Source: an optimization exercise on an open RTL-to-GDS flow (aim: small area, a short achievable clock period and few clock cycles). Production flows keep margins and buffers that such runs may drop. Function was not checked in any run shown here: the RTL went through the layout flow alone. No activity file was given, so power comes from the tool's default toggle rates.

$ cat flow/flow/abc_speed.script
&get -n
&st
&dch
&nf
&put
buffer -c
topo
stime -c
upsize -c
dnsize -c
$ cat flow/constraint.sdc
create_clock -name core_clock -period 5.5 [get_ports {CLK}]
set_input_delay 1.1000 -clock core_clock [delete_from_list [all_inputs] [get_ports {CLK}]]
set_output_delay 1.1000 -clock core_clock [all_outputs]
set_load 0.01 [all_outputs]
$ cat flow/design.v
`default_nettype none
package md_pkg;
    localparam int XLEN = 32;    
    typedef enum logic [2:0] {
        OP_NONE  = 3'd0,
        OP_MULT  = 3'd1,
        OP_MULTU = 3'd2,
        OP_DIV   = 3'd3,
        OP_DIVU  = 3'd4,
        OP_MTHI  = 3'd5,
        OP_MTLO  = 3'd6
    } md_op_t;
endpackage
`default_nettype wire
`timescale 1ns/100ps
`default_nettype none
module md_unit (
    input  logic        CLK,
    input  logic        RST_X,
    input  logic        start,
    input  md_pkg::md_op_t op,
    input  logic [31:0] a,
    input  logic [31:0] b,
    output logic        busy,
    output logic        done,
    output logic [31:0] hi,
    output logic [31:0] lo
);
    localparam logic [3:0] S_IDLE  = 4'd0;
    localparam logic [3:0] S_MUL   = 4'd1;    
    localparam logic [3:0] S_MFIX  = 4'd2;    
    localparam logic [3:0] S_DNEG  = 4'd3;    
    localparam logic [3:0] S_DPRE  = 4'd4;    
    localparam logic [3:0] S_DIV   = 4'd5;    
    localparam logic [3:0] S_RCOR  = 4'd6;    
    localparam logic [3:0] S_RPREP = 4'd7;    
    localparam logic [3:0] S_RNEG  = 4'd8;    
    localparam logic [3:0] S_DSEL  = 4'd9;    
    logic [3:0]  state, state_n;
    logic [31:0] hi_n, lo_n;
    logic        hx, hx_n;           
    logic        hs, hs_n;           
    logic [31:0] m;                  
    logic        ms;                 
    logic        p, p_n;             
    logic [5:0]  cnt, cnt_n;         
    logic        sgn, na, qn, zb;    
    logic        sp, sp_n;           
    logic        done_n;
    logic [34:0] breg, breg_n, s;
    logic        bcin, bcin_n;
    logic [35:0] sum_c;
    assign sum_c = {hs, hs, hx, hi, 1'b1} + {breg, bcin};
    assign s     = sum_c[35:1];
    logic mk16, mk4;
    logic c16, c4;                   
    assign c16  = cnt[5] | cnt[4];
    assign c4   = |cnt[5:2];
    assign mk16 = (lo[15:0] == {16{p}}) && c16;
    assign mk4  = (lo[3:0]  == {4{p}})  && c4;
    logic [4:0]  dmsb;               
    logic [4:0]  dmsb_n;
    logic [31:0] dv_in;
    logic [31:0] gmask;              
    logic        dk16, dk4, dlast, rneg;
    always_comb begin
        for (int j = 0; j < 32; j++) gmask[j] = (5'(j) >= dmsb);
    end
    assign dk16 = ({hs, hx, hi[31:17]} == '0) && (({hi[16:0], lo[31:17]} & gmask) == '0)
                  && c16;
    assign dk4  = ({hs, hx, hi[31:29]} == '0) && (({hi[28:0], lo[31:29]} & gmask) == '0)
                  && c4;
    assign dlast = (cnt == '0);      
    assign rneg  = s[34];            
    logic is_mul, is_div, is_sgn, arith;
    assign is_mul = (op == md_pkg::OP_MULT) || (op == md_pkg::OP_MULTU);
    assign is_div = (op == md_pkg::OP_DIV)  || (op == md_pkg::OP_DIVU);
    assign is_sgn = (op == md_pkg::OP_MULT) || (op == md_pkg::OP_DIV);
    assign arith  = start && (is_mul || is_div);
    logic a_neg, b_neg, b_zero;
    assign a_neg  = is_sgn && a[31];
    assign b_neg  = is_sgn && b[31];
    assign b_zero = (b == '0);
    assign dv_in  = b ^ {32{b_neg}};
    always_comb begin
        dmsb_n = '0;
        for (int j = 1; j < 32; j++) if (dv_in[j]) dmsb_n = 5'(j);
    end
    logic [2:0] sa, sb;
    logic       swap;
    always_comb begin
        for (int i = 0; i < 3; i++) begin
            sa[i] = ((a >> (8 * i + 8)) != ({32{a[31]}} >> (8 * i + 8)));
            sb[i] = ((b >> (8 * i + 8)) != ({32{b[31]}} >> (8 * i + 8)));
        end
    end
    assign swap = is_mul && ((sa & ~sb) != '0);
    logic [31:0] mpl, mcd;           
    assign mpl = swap ? b : a;
    assign mcd = swap ? a : b;
    function automatic logic [2:0] booth(input logic x1, input logic x0, input logic p0);
        booth[2] = x0 ^ p0;
        booth[1] = (x1 != x0) && (x0 == p0);
        booth[0] = x1 && !(x0 && p0);
    endfunction
    function automatic logic [35:0] dmul(input logic [2:0] d, input logic [34:0] x);
        logic [34:0] v;
        v = ((x & {35{d[2]}}) | ({x[33:0], 1'b0} & {35{d[1]}})) ^ {35{d[0]}};
        dmul = {v, d[0]};
    endfunction
    logic [1:0]  lom_n;              
    logic [1:0]  xsel;               
    logic [2:0]  dig;                
    logic [34:0] xop;
    logic        mend;               
    logic [34:0] m35, a35, b35, h35;
    assign m35 = {{2{ms}}, ms, m};
    assign a35 = {{3{is_sgn & a[31]}}, a};
    assign b35 = {{3{is_sgn & b[31]}}, b};
    assign h35 = {3'b000, hi};
    logic h_hold, h_a, h_mst, h_ms4, h_ms16, h_s, h_dst, h_ds4, h_ds16;
    logic l_hold, l_mpl, l_mst, l_ms4, l_ms16, l_s, l_dst, l_ds4, l_ds16;
    logic x_dlast;                   
    always_comb begin
        state_n = state;
        p_n     = p;
        cnt_n   = cnt;
        done_n  = 1'b0;
        lom_n   = lo[3:2];
        xsel    = 2'd0;
        dig     = 3'b000;
        mend    = 1'b0;
        sp_n    = sp;
        {h_hold, h_a, h_mst, h_ms4, h_ms16, h_s, h_dst, h_ds4, h_ds16} = '0;
        {l_hold, l_mpl, l_mst, l_ms4, l_ms16, l_s, l_dst, l_ds4, l_ds16} = '0;
        x_dlast = 1'b0;
        if (start) begin
            if (is_mul) begin
                cnt_n   = 6'd32;
                l_mpl   = 1'b1;
                p_n     = 1'b0;
                state_n = S_MUL;
                xsel    = swap ? 2'd1 : 2'd2;
                dig     = swap ? booth(b[1], b[0], 1'b0) : booth(a[1], a[0], 1'b0);
            end else if (is_div) begin
                cnt_n   = 6'd32;
                l_mpl   = 1'b1;
                if (!a_neg && !b_neg) begin
                    state_n = S_DIV;
                    xsel    = 2'd2;
                    dig     = 3'b101;                       
                end else if (a_neg) begin
                    h_a     = 1'b1;
                    state_n = b_neg ? S_DPRE : S_DNEG;
                    xsel    = 2'd1;
                    dig     = 3'b011;                       
                end else begin
                    h_a     = 1'b1;
                    state_n = S_DPRE;
                    xsel    = 2'd2;
                    dig     = 3'b100;                       
                end
            end else if (op == md_pkg::OP_MTHI) begin
                h_a    = 1'b1;
                l_hold = 1'b1;
            end else if (op == md_pkg::OP_MTLO) begin
                h_hold = 1'b1;
                l_mpl  = 1'b1;
            end else begin
                h_hold = 1'b1;
                l_hold = 1'b1;
            end
        end else begin
            case (state)
                S_MUL: begin
                    if (mk16) begin
                        h_ms16 = 1'b1;
                        l_ms16 = 1'b1;
                        cnt_n  = cnt - 6'd16;
                        lom_n  = lo[17:16];
                        mend   = (cnt == 6'd16);
                    end else if (mk4) begin
                        h_ms4  = 1'b1;
                        l_ms4  = 1'b1;
                        cnt_n  = cnt - 6'd4;
                        lom_n  = lo[5:4];
                        mend   = (cnt == 6'd4);
                    end else begin
                        h_mst  = 1'b1;
                        l_mst  = 1'b1;
                        p_n    = lo[1];
                        cnt_n  = cnt - 6'd2;
                        lom_n  = lo[3:2];
                        mend   = (cnt == 6'd2);
                    end
                    dig = booth(lom_n[1], lom_n[0], p_n);
                    if (mend) begin
                        if (!sgn && p_n) begin
                            state_n = S_MFIX;
                            dig     = 3'b100;                   
                        end else begin
                            state_n = S_IDLE;
                            done_n  = 1'b1;
                        end
                    end
                end
                S_MFIX: begin
                    h_s     = 1'b1;
                    l_hold  = 1'b1;
                    state_n = S_IDLE;
                    done_n  = 1'b1;
                end
                S_DNEG: begin
                    h_s     = 1'b1;
                    l_hold  = 1'b1;
                    state_n = S_DPRE;
                    dig     = 3'b101;                           
                end
                S_DPRE: begin
                    l_s     = 1'b1;
                    sp_n    = rneg;
                    dig     = {2'b10, !ms};                     
                    if (qn) begin
                        h_hold  = 1'b1;
                        state_n = S_DSEL;
                    end else begin
                        state_n = S_DIV;
                    end
                end
                S_DSEL: begin
                    dig = {2'b10, !ms};                         
                    if (sp) begin
                        h_hold = 1'b1;
                        if (na) state_n = S_RPREP;
                        else begin
                            state_n = S_IDLE;
                            done_n  = 1'b1;
                        end
                    end else begin
                        l_hold  = 1'b1;
                        state_n = S_DIV;
                    end
                end
                S_DIV: begin
                    if (zb) begin
                        state_n = S_IDLE;
                        done_n  = 1'b1;
                    end else if (dk16) begin
                        h_ds16 = 1'b1;
                        l_ds16 = 1'b1;
                        cnt_n  = cnt - 6'd16;
                    end else if (dk4) begin
                        h_ds4  = 1'b1;
                        l_ds4  = 1'b1;
                        cnt_n  = cnt - 6'd4;
                    end else begin
                        l_dst  = 1'b1;
                        cnt_n  = cnt - 6'd1;
                        if (dlast) begin
                            h_s     = 1'b1;
                            x_dlast = 1'b1;
                        end else begin
                            h_dst = 1'b1;
                        end
                    end
                    dig = {2'b10, !hs_n ^ ms};
                end
                S_RCOR: begin
                    h_s    = 1'b1;
                    l_hold = 1'b1;
                    if (na) state_n = S_RPREP;
                    else begin
                        state_n = S_IDLE;
                        done_n  = 1'b1;
                    end
                end
                S_RPREP: begin
                    h_hold  = 1'b1;
                    l_hold  = 1'b1;
                    state_n = S_RNEG;
                    xsel    = 2'd3;
                    dig     = 3'b011;                           
                end
                S_RNEG: begin
                    h_s     = 1'b1;
                    l_hold  = 1'b1;
                    state_n = S_IDLE;
                    done_n  = 1'b1;
                end
                default: begin
                    h_hold = 1'b1;
                    l_hold = 1'b1;
                end
            endcase
        end
    end
    logic [3:0] state_nx;
    logic       done_nx;
    always_comb begin
        state_nx = state_n;
        done_nx  = done_n;
        if (x_dlast) begin
            state_nx = rneg ? S_RCOR : (na ? S_RPREP : S_IDLE);
            done_nx  = !rneg && !na;
        end
    end
    always_comb begin
        hi_n = ({32{h_hold}} & hi)
             | ({32{h_a}}    & a)
             | ({32{h_mst}}  & s[33:2])
             | ({32{h_ms4}}  & {{4{hx}}, hi[31:4]})
             | ({32{h_ms16}} & {{16{hx}}, hi[31:16]})
             | ({32{h_s}}    & s[31:0])
             | ({32{h_dst}}  & {s[30:0], lo[31]})
             | ({32{h_ds4}}  & {hi[27:0], lo[31:28]})
             | ({32{h_ds16}} & {hi[15:0], lo[31:16]});
        lo_n = ({32{l_hold}} & lo)
             | ({32{l_mpl}}  & mpl)
             | ({32{l_mst}}  & {s[1:0], lo[31:2]})
             | ({32{l_ms4}}  & {hi[3:0], lo[31:4]})
             | ({32{l_ms16}} & {hi[15:0], lo[31:16]})
             | ({32{l_s}}    & s[31:0])
             | ({32{l_dst}}  & {lo[30:0], rneg ^ !qn})
             | ({32{l_ds4}}  & {lo[27:0], {4{qn}}})
             | ({32{l_ds16}} & {lo[15:0], {16{qn}}});
        hx_n = (h_hold & hx) | h_ms4 & hx | h_ms16 & hx | (h_mst & s[34])
             | (h_dst & s[31]) | (h_ds4 & hi[28]) | (h_ds16 & hi[16])
             | (x_dlast & rneg) | (h_s & !x_dlast & hx);
        hs_n = (h_hold & hs) | h_ms4 & hs | h_ms16 & hs | (h_mst & s[34])
             | ((h_dst | x_dlast) & rneg) | (h_s & !x_dlast & hs);
    end
    always_comb begin
        case (xsel)
            2'd0:    xop = m35;
            2'd1:    xop = a35;
            2'd2:    xop = b35;
            default: xop = h35;
        endcase
    end
    assign {breg_n, bcin_n} = dmul(dig, xop);
    always_ff @(posedge CLK or negedge RST_X) begin
        if (!RST_X) begin
            state <= S_IDLE;
            done  <= 1'b0;
            hi    <= '0;
            lo    <= '0;
        end else begin
            state <= state_nx;
            done  <= done_nx;
            hi    <= hi_n;
            lo    <= lo_n;
        end
    end
    always_ff @(posedge CLK) begin
        hx   <= hx_n;
        hs   <= hs_n;
        p    <= p_n;
        cnt  <= cnt_n;
        breg <= breg_n;
        bcin <= bcin_n;
        sp   <= sp_n;
        if (arith) begin
            m   <= mcd;
            ms  <= is_sgn && mcd[31];
            sgn <= is_sgn;
            na  <= a_neg;
            qn  <= a_neg ^ b_neg;
            zb  <= b_zero;
            dmsb <= dmsb_n;
        end
    end
    assign busy = (state != S_IDLE);
endmodule
`default_nettype wire
$ cat flow/flow/run.sh
#!/bin/bash
# Standard layout, with a lighter ABC mapping script for synthesis (one &nf
# round instead of five delay-driven restructuring rounds). Everything else,
# including the synthesis steps around ABC, is ORFS's and the standard flow's own.
set -euo pipefail
here=$(pwd)
rm -rf "$here/scripts_mod"
cp -r "$FLOW_HOME/scripts" "$here/scripts_mod"
cp "$here/flow/abc_speed.script" "$here/scripts_mod/abc_speed.script"
bash "$here/standard.sh" SCRIPTS_DIR="$here/scripts_mod" finish > "$here/standard_flow.log" 2>&1
$ cat flow/standard.sh
#!/bin/bash
# synth_recipe.tcl (not shown) runs the flow's synth.tcl, then flattens the netlist and writes it again
# the make line also repeats each setting of config.mk as NAME=value (left out here)
make -C /OpenROAD-flow-scripts/flow DESIGN_CONFIG=/design/flow/config.mk WORK_HOME=/design/flow/orfs CLKGATE_MAP_FILE= SYNTH_SCRIPT=/design/flow/synth_recipe.tcl "${@:-finish}"
$ cat flow/config.mk
export PLATFORM = sky130hd
export DESIGN_NAME = md_unit
export DESIGN_NICKNAME = md_unit
export VERILOG_FILES = /design/flow/design.v
export SDC_FILE = /design/flow/constraint.sdc
export NUM_CORES = 4
export LEC_CHECK = 0
export CAP_MARGIN = 20
export CELL_PAD_IN_SITES_DETAIL_PLACEMENT = 1
export CELL_PAD_IN_SITES_GLOBAL_PLACEMENT = 1
export CORE_MARGIN = 2
export CORE_UTILIZATION = 30
export CTS_BUF_LIST = sky130_fd_sc_hd__clkbuf_4 sky130_fd_sc_hd__clkbuf_8
export PLACE_DENSITY = 0.45
export SETUP_SLACK_MARGIN = 2.0
export SLEW_MARGIN = 20
export TNS_END_PERCENT = 5
==> impl_results.md, run 1 <==
- Yosys reg bits: 156
- Static Leak: around 7 nW
- Clock sink total: around 160
- Final slew viol count: 0
- Drt initial violations: 2100
- Max incr delay on CP: ~0.45 ns
- TritonCTS clock tree: done
- Final #Nets: 2028
- Slowest-stage cell, CP: dfrtp_1
- WP data required: 5.95 ns
- Max clock buf depth: 2
- Commonest non-fill, non-tap cells in the layout: 254 x nand2_1, 238 x nor2_1, 131 x clkdlybuf4s50_1
- CP Capture Type: flip-flop
- Leading area contributor after synthesis: dfrtp_1
- Post-route minimum period: 4.51 ns
- Row count: 77
- Achievable Freq: about 220 MHz
- Min setup slack post-route: between 0.9 and 1 ns
- Fraction of registers with async set/reset: 44.2%
- Final WL: 82500 microns
- WHS: between 0.3 and 0.4 ns
- Critical Path Start Type: flip-flop
- Dpl hpwl: 58600 microns
- All-Layer GR Usage: between 30 and 40%
- Area Growth Syn to Fin: 27.3%
- Worst-path fanout max: 4
- Period utilization: between 80% and 90%
- Total die area: 0.0466 sq mm
- Num ports: 136
- Status: timing/DRC/antenna clean
- Clock slew at reported path FFs: ~0.1 ns
- Final setup viols: 0
- Post-synth EDFFs: 50
- Crit path kind: reg2reg
- Via count: 16100
- # diodes: 0
- Avg Inst Size Synth: 7.59 sq um
- Vias in the first global route: 15700
- Largest net degree at the start of global routing: between 60 and 70
- PortBufs: approximately 140
- Filler Cells Inserted: roughly 5300
- Register area share after synthesis: 29.5%
- CORE AREA: between 0.04 and 0.05 sq mm
- Slew margin rel.: 33.1%
- Commonest non-fill, non-tap cell in the layout: nand2_1
- Worst Tran Pin Value: 0.994 ns
- Setup TNS Final: 0 ns
- RSZ-0062 raised after global routing: true
- YS warnings: 1
- Dpl ws: 0.287 ns
- Yosys top cell area share: about 13%
- Top post-synthesis cells by area: dfrtp_1 13%, edfxtp_1 11%, nand2_1 7.1%
- WL/cell: 32.8 microns
- Inserted Clock Buffers: 17
- GPL Wtd Cong: 0.875
- Post-Syn Instances: 1774
- Antenna viol nets, final: 0
- Starting Density: just over 30%
- Synthesized area: 0.0135 sq mm
- Worst Skew: 0.0166 ns
- Power per Cell Area: 616 mW/mm^2
- Worst r2r src: hi[1]
- Syn_nets: 1894
- Most used cell, CP: buf_6
- Root Buffer: clkbuf_8
- Overflow after GRT: 0
- Data arrival time of the critical path: 4.96 ns
- Synth Flop Type: dfrtp_1
- Worst min path class: in2async
- Fin. Hold Viols: 0
- Die Y: 216 microns
- Drt pass-1 iters: 10
- Max Cap Viol: 0
- Worst setup startpoint: hi[1]
- Layout cells sized above 1: 13.5%
- Die W: 216 microns
- H-tree levels: 4
- DRC viols: 0
- Max VDD drop: 216 uV
- Initial antenna violation count: 3
- First-pass GRT wire length: 117000 microns
- Vias per cell: approximately 6.4
- Synth unique cells: 77
- Clock Latency Late Sink: approximately 0.58 ns
-- what timing repair did --
| item | in CTS | in global routing |
|---|---|---|
| hold buffers | 0 | 0 |
| gates resized for setup | 21 | 73 |
| endpoints found under the setup margin | 138 | 138 |
| cloned | 2 | 3 |
| setup buffers | 28 | 16 |
| pin swaps | 12 | 34 |
-- routing by layer --
layer	vias to the layer above	part of all wire (%)	track usage (%)
met1	8134	44	48.3
li1	6915	-	-
met3	149	9.2	6.74
met5	-	0.016	0
met4	2	3.7	13.7
met2	893	43	51.7
-- kinds of logic after synthesis --
group	count (synthesis)	synth area share [%]
fa+ha+maj	50	4.70
flops	156	29.5
xor+xnor	107	7.01
simple gates	732	23.8
compound gates	530	28.7
mux	8	0.706
buf+inv	191	5.56
-- registers in the layout (all words and copies together) (netlist names) --
signal / cells
zb: 1
done: 1
m: 32
qn: 1
hi: 32
sp: 1
ms: 1
na: 1
hx: 1
breg: 34
lo: 32
bcin: 1
p: 1
hs: 1
sgn: 1
cnt: 6
state: 4
dmsb: 5
-- power by group --
group / leakage, nW / total (W) / switching (W) / internal (W)
Combinational: 4.94 / 0.00706 / 0.00433 / 0.00274
Clock: 0.226 / 0.00107 / 0.000537 / 0.000533
Sequential: 1.65 / 0.00242 / 0.000778 / 0.00164
Total: 6.82 / 0.0106 / 0.00564 / 0.00491
-- critical path: cells and delay by family, from the launching register on --
kind            cells  cell delay [ns]
xor+xnor            1             0.17
simple gates        3             0.33
compound gates      3             0.68
fa+ha+maj           1             0.26
flops               1             0.45
buf+inv            23             2.47
-- synth_stat cells (34+ instances only) --
master and instances:
nand3_1 85, dfxtp_1 37, o21ai_0 80, a21oi_1 114
a22oi_1 73, xor2_1 73, edfxtp_1 50, a221oi_1 58
ha_1 49, nand4_1 34, clkbuf_1 135, nor3_1 36
a222oi_1 91, nand2_1 255, nor2_1 242, dfrtp_1 69
-- path summary, 6_finish.rpt --
check / to / slack, ns / depth (start not counted)
worst min-delay path: state[3] / 0.32 / 1
worst min register to register: state[2] / 0.61 / 2
min in group core_clock: state[2] / 0.61 / 2
worst max register to register: hi[2] / 0.99 / 31
max in group asynchronous: hi[20] / 3.98 / 2
worst max-delay path: hi[2] / 0.99 / 31
-- final cells by class --
type / instances / area (sq um) / share of cell area, %
clock buffer: 21 / 283 / 1.65
tap: 592 / 741 / 4.32
timing repair buffer: 283 / 2700 / 15.8
inverter: 23 / 86.3 / 0.504
multi-input combinational: 1427 / 9200 / 53.7
clock inverter: 11 / 163 / 0.949
sequential: 156 / 3970 / 23.2
-- metrics by stage --
step / area (sq um) / power, W / cells / util (%)
finish: 17100 / 0.0106 / 2513 / 38.8
global route: 17100 / 0.0110 / 2513 / 38.8
CTS: 16600 / 0.00981 / 2494 / 37.5
detailed placement: 15800 / 0.00832 / 2432 / 35.7
global placement: 15800 / 0.00830 / 2432 / 35.7
floorplan: 13500 / 0.00556 / 1774 / -
==> inputs of run 2 (changes only) <==
==> flow/run.sh (new file) <==
#!/bin/bash
# synth_recipe.tcl (not shown) runs the flow's synth.tcl, then flattens the netlist and writes it again
# the make line also repeats each setting of config.mk as NAME=value (left out here)
make -C /OpenROAD-flow-scripts/flow DESIGN_CONFIG=/design/flow/config.mk WORK_HOME=/design/flow/orfs CLKGATE_MAP_FILE= SYNTH_SCRIPT=/design/flow/synth_recipe.tcl finish
removed: flow/flow/run.sh
removed: flow/flow/abc_speed.script
removed: flow/standard.sh
==> impl_results.md, run 2 <==
- Status: timing/DRC/antenna clean
- Synthesized area: around 0.015 sq mm
- Syn_nets: between 1500 and 2000
- Mux cell area share after synthesis: 4.68%
- Yosys top cell area share: 11.7%
- Worst-path fanout max: 5
- Fin. Hold Viols: 0
- Root Buffer: clkbuf_8
- Vias in the first global route: 17400
- All-Layer GR Usage: 36.1%
- Setup TNS Final: 0 ns
- WP data required: approximately 6 ns
- First-pass GRT wire length: roughly 130000 microns
- Row count: 81
- DRC viols: 0
- TritonCTS clock tree: done
- Antenna viol nets, final: 0
- CORE AREA: 0.0487 sq mm
- YS warnings: 1
- Commonest non-fill, non-tap cells in the layout: 194 x buf_4, 161 x nand2_1, 117 x a21oi_1
- Synth unique cells: 92
- Max Cap Viol: 0
- Period utilization: about two thirds
- Final setup viols: 0
- Count leader, synth: nand2_1
- Post-synthesis xor/xnor area fraction: 4.28%
- Combinational power share: 67.4%
- Clock slew at reported path FFs: ~0.11 ns
- Post-synthesis compound-gate area fraction: 34.4%
- WL/cell: roughly 34 microns
- Multi-input logic area: 0.0108 sq mm
- Leading area contributor after synthesis: dfrtp_1
- Max FFs per register: 34
- PortBufs: 135
- Largest net degree at the start of global routing: 47
- Avg Inst Size Synth: between 8 and 9 sq um
- Critical Path Start Type: flip-flop
- Fraction of registers with async set/reset: 44.2%
- Adder-cell area share of the yosys netlist: under 10%
- Top post-synthesis cells by area: dfrtp_1 12%, edfxtp_1 10%, a221oi_1 5.4%
- Overflow after GRT: 0
- Register area share after synthesis: a little over a quarter
- Largest Register: breg
- Area Growth Syn to Fin: 33.9%
- Final slew viol count: 0
- Die W: roughly 230 microns
- Total Power Consumption: 0.0111 W
- Simple-Gate Fraction of Synth Area: ~18%
- Num ports: 136
- Crit path kind: reg2reg
- Slew margin rel.: 19.0%
- Total die area: about 0.05 sq mm
- Initial antenna violation count: 6
- Synth Flop Type: dfrtp_1
- Net Sw Power: 0.00596 W
- Power per Cell Area: 561 mW/mm^2
- Dpl hpwl: 67200 microns
- Yosys reg bits: 156
- Static Leak: 7.34 nW
- Filler Cells Inserted: 5646
- Inserted Clock Buffers: 17
- Worst Tran Pin Value: about 1.2 ns
- Drt pass-1 iters: 6
- Worst min path class: in2async
- Internal: 0.00511 W
- Clock sink total: 156
- Achievable Freq: 279 MHz
- Worst Skew: 0.0239 ns
- Data arrival time of the critical path: 4.07 ns
- R2r worst-path depth: 13
- Final #Nets: 2141
- Post-synth top cells: 168 x nand2_1, 144 x clkbuf_1, 126 x a21oi_1, 121 x nor2_1, 91 x a221oi_1
- Layout cells sized above 1: 25.4%
- Seq. cell area: 0.00400 sq mm
- GPL Wtd Cong: approximately 0.93
- Post-synth EDFFs: 50
- Via count: 17600
- CP Capture Type: flip-flop
- Main combinational cell family by area after synthesis: compound AO/OA/AOI/OAI gates
- Switching part of the total power: between 50% and 60%
- Max clock buf depth: 2
- Vias per cell: 6.52
- Seq pwr share: 23.6%
- Max VDD drop: 188 uV
- Clk pwr share: 9.0%
- Starting Density: 30.2%
- R2r setup slk: between 1.5 and 2 ns
- Final WL: 92700 microns
- Drt initial violations: 2081
- Commonest non-fill, non-tap cell in the layout: buf_4
- Post-route minimum period: roughly 3.6 ns
- Clock Latency Late Sink: 0.60 ns
- Die Y: 226 microns
- RSZ-0062 raised after global routing: true
- H-tree levels: 4
- Post-Syn Instances: approximately 1800
-- run 2: cell count changes after synthesis, moves of 33 or more --
cell,previous run,this run
xor2_1,73,12
a221oi_1,58,91
a222oi_1,91,30
o211ai_1,4,37
a221o_1,10,45
nor2_1,242,121
nand2_1,255,168
-- run 2: area by class of cell --
type | count | share of cell area (%)
Antenna cell | 5 | 0.0634
Clock buffer | 20 | 1.36
Clock inverter | 12 | 0.704
Inverter | 48 | 0.983
Multi-Input combinational cell | 1427 | 54.7
Sequential cell | 156 | 20.3
Tap cell | 664 | 4.21
Timing Repair Buffer | 371 | 17.7
-- run 2: timing repair --
| item | in CTS | in global routing |
|---|---|---|
| pin swaps | 36 | 30 |
| cloned | 5 | 2 |
| buffers inserted | 63 | 28 |
| hold buffers | 0 | 0 |
| gates resized for setup | 222 | 112 |
| setup endpoints to repair | 138 | 99 |
-- run 2: kinds of logic after synthesis --
family          count (synthesis)
xor+xnor                       72
simple gates                  556
buf+inv                       247
compound gates                684
flops                         156
fa+ha+maj                      50
mux                            65
-- run 2: metrics by stage --
| step | hold slack [ns] | setup slack, ns | std cells | util [%] | cell area [sq um] |
|---|---|---|---|---|---|
| 6_report | 0.559 | 1.91 | 2703 | 40.5 | 19700 |
| 3_5_place_dp | 0.606 | 0.419 | 2568 | 35.3 | 17200 |
| 2_1_floorplan | 0.505 | 1.75 | 1830 | - | 14800 |
| 3_3_place_gp | 0.587 | 0.497 | 2568 | 35.3 | 17200 |
| 5_1_grt | 0.589 | 1.84 | 2698 | 40.5 | 19700 |
| 4_1_cts | 0.548 | 1.93 | 2668 | 39.1 | 19100 |
-- run 2: path summary, 6_finish.rpt --
kind | end | start
max | breg[19] | hi[30]
min | lo[17] | RST_X
max reg2reg | breg[19] | hi[30]
min reg2reg | hx | hx
max in group asynchronous | hi[7] | RST_X
min in group core_clock | hx | hx
-- run 2: worst max-delay path, stage by stage, from the launching register on --
cell and delay (ns):
dfrtp_1 0.39, buf_6 0.12, or4_4 0.54, nor3_4 0.33
o2111ai_2 0.20, nor4_4 0.40, a31oi_4 0.24, o2111a_1 0.32
a211oi_4 0.24, o211ai_4 0.11, buf_12 0.15, buf_12 0.14
buf_12 0.15, xnor2_2 0.13
-- run 2: per-layer routing --
layer  vias up  track usage, %  part of all wire (%)
met5         -               0                 0.015
met2       847            54.5                    44
met4         2            16.8                   4.6
met1      9031            48.2                    43
li1       7501               -                     -
met3       254            9.13                   8.3
-- run 2: power by group through the flow --
stage / combinational, W / clock [W] / sequential (W)
global route: 0.00783 / 0.00104 / 0.00260
detailed placement: 0.00631 / 0 / 0.00257
global placement: 0.00628 / 0 / 0.00258
CTS: 0.00700 / 0.00101 / 0.00255
finish: 0.00746 / 0.000998 / 0.00261
floorplan: 0.00388 / 0 / 0.00197

[separate check: timing with driven ports]
Ports are ideal in the flow. The routed layouts listed here were re-timed in OpenROAD.
Step 1 (the two cells are an assumption about what drives the block):
set clk [get_ports {CLK}]
set_driving_cell -lib_cell sky130_fd_sc_hd__clkbuf_16 $clk
set_driving_cell -lib_cell sky130_fd_sc_hd__buf_2 [delete_from_list [all_inputs] $clk]
Step 2 adds t to the input delays and takes it off the output delays; t is the mean of the earliest and latest rising clock arrival at the registers after step 1. Input paths then give back, and output paths get back, about the clock's delay inside the block.
Slacks: ideal ports / drivers / drivers and shift; pairs: ideal ports / drivers.
run | t, ns | setup slack, ns | hold slack, ns | worst data-port slew with drivers (ns) | pins driven straight from the clock port
run 1 | 0.627 | 0.990 / 0.990 / 0.619 | 0.318 / 0.294 / 0.605 | 0.05 | 1
run 2 | 0.652 | 1.913 / 1.913 / 1.263 | 0.559 / 0.521 / 0.628 | 0.09 | 1
After both steps every run listed still meets setup and hold. For run 2, which loses most, drivers alone change the setup slack by 0.000 ns; drivers and shift together by -0.650 ns.
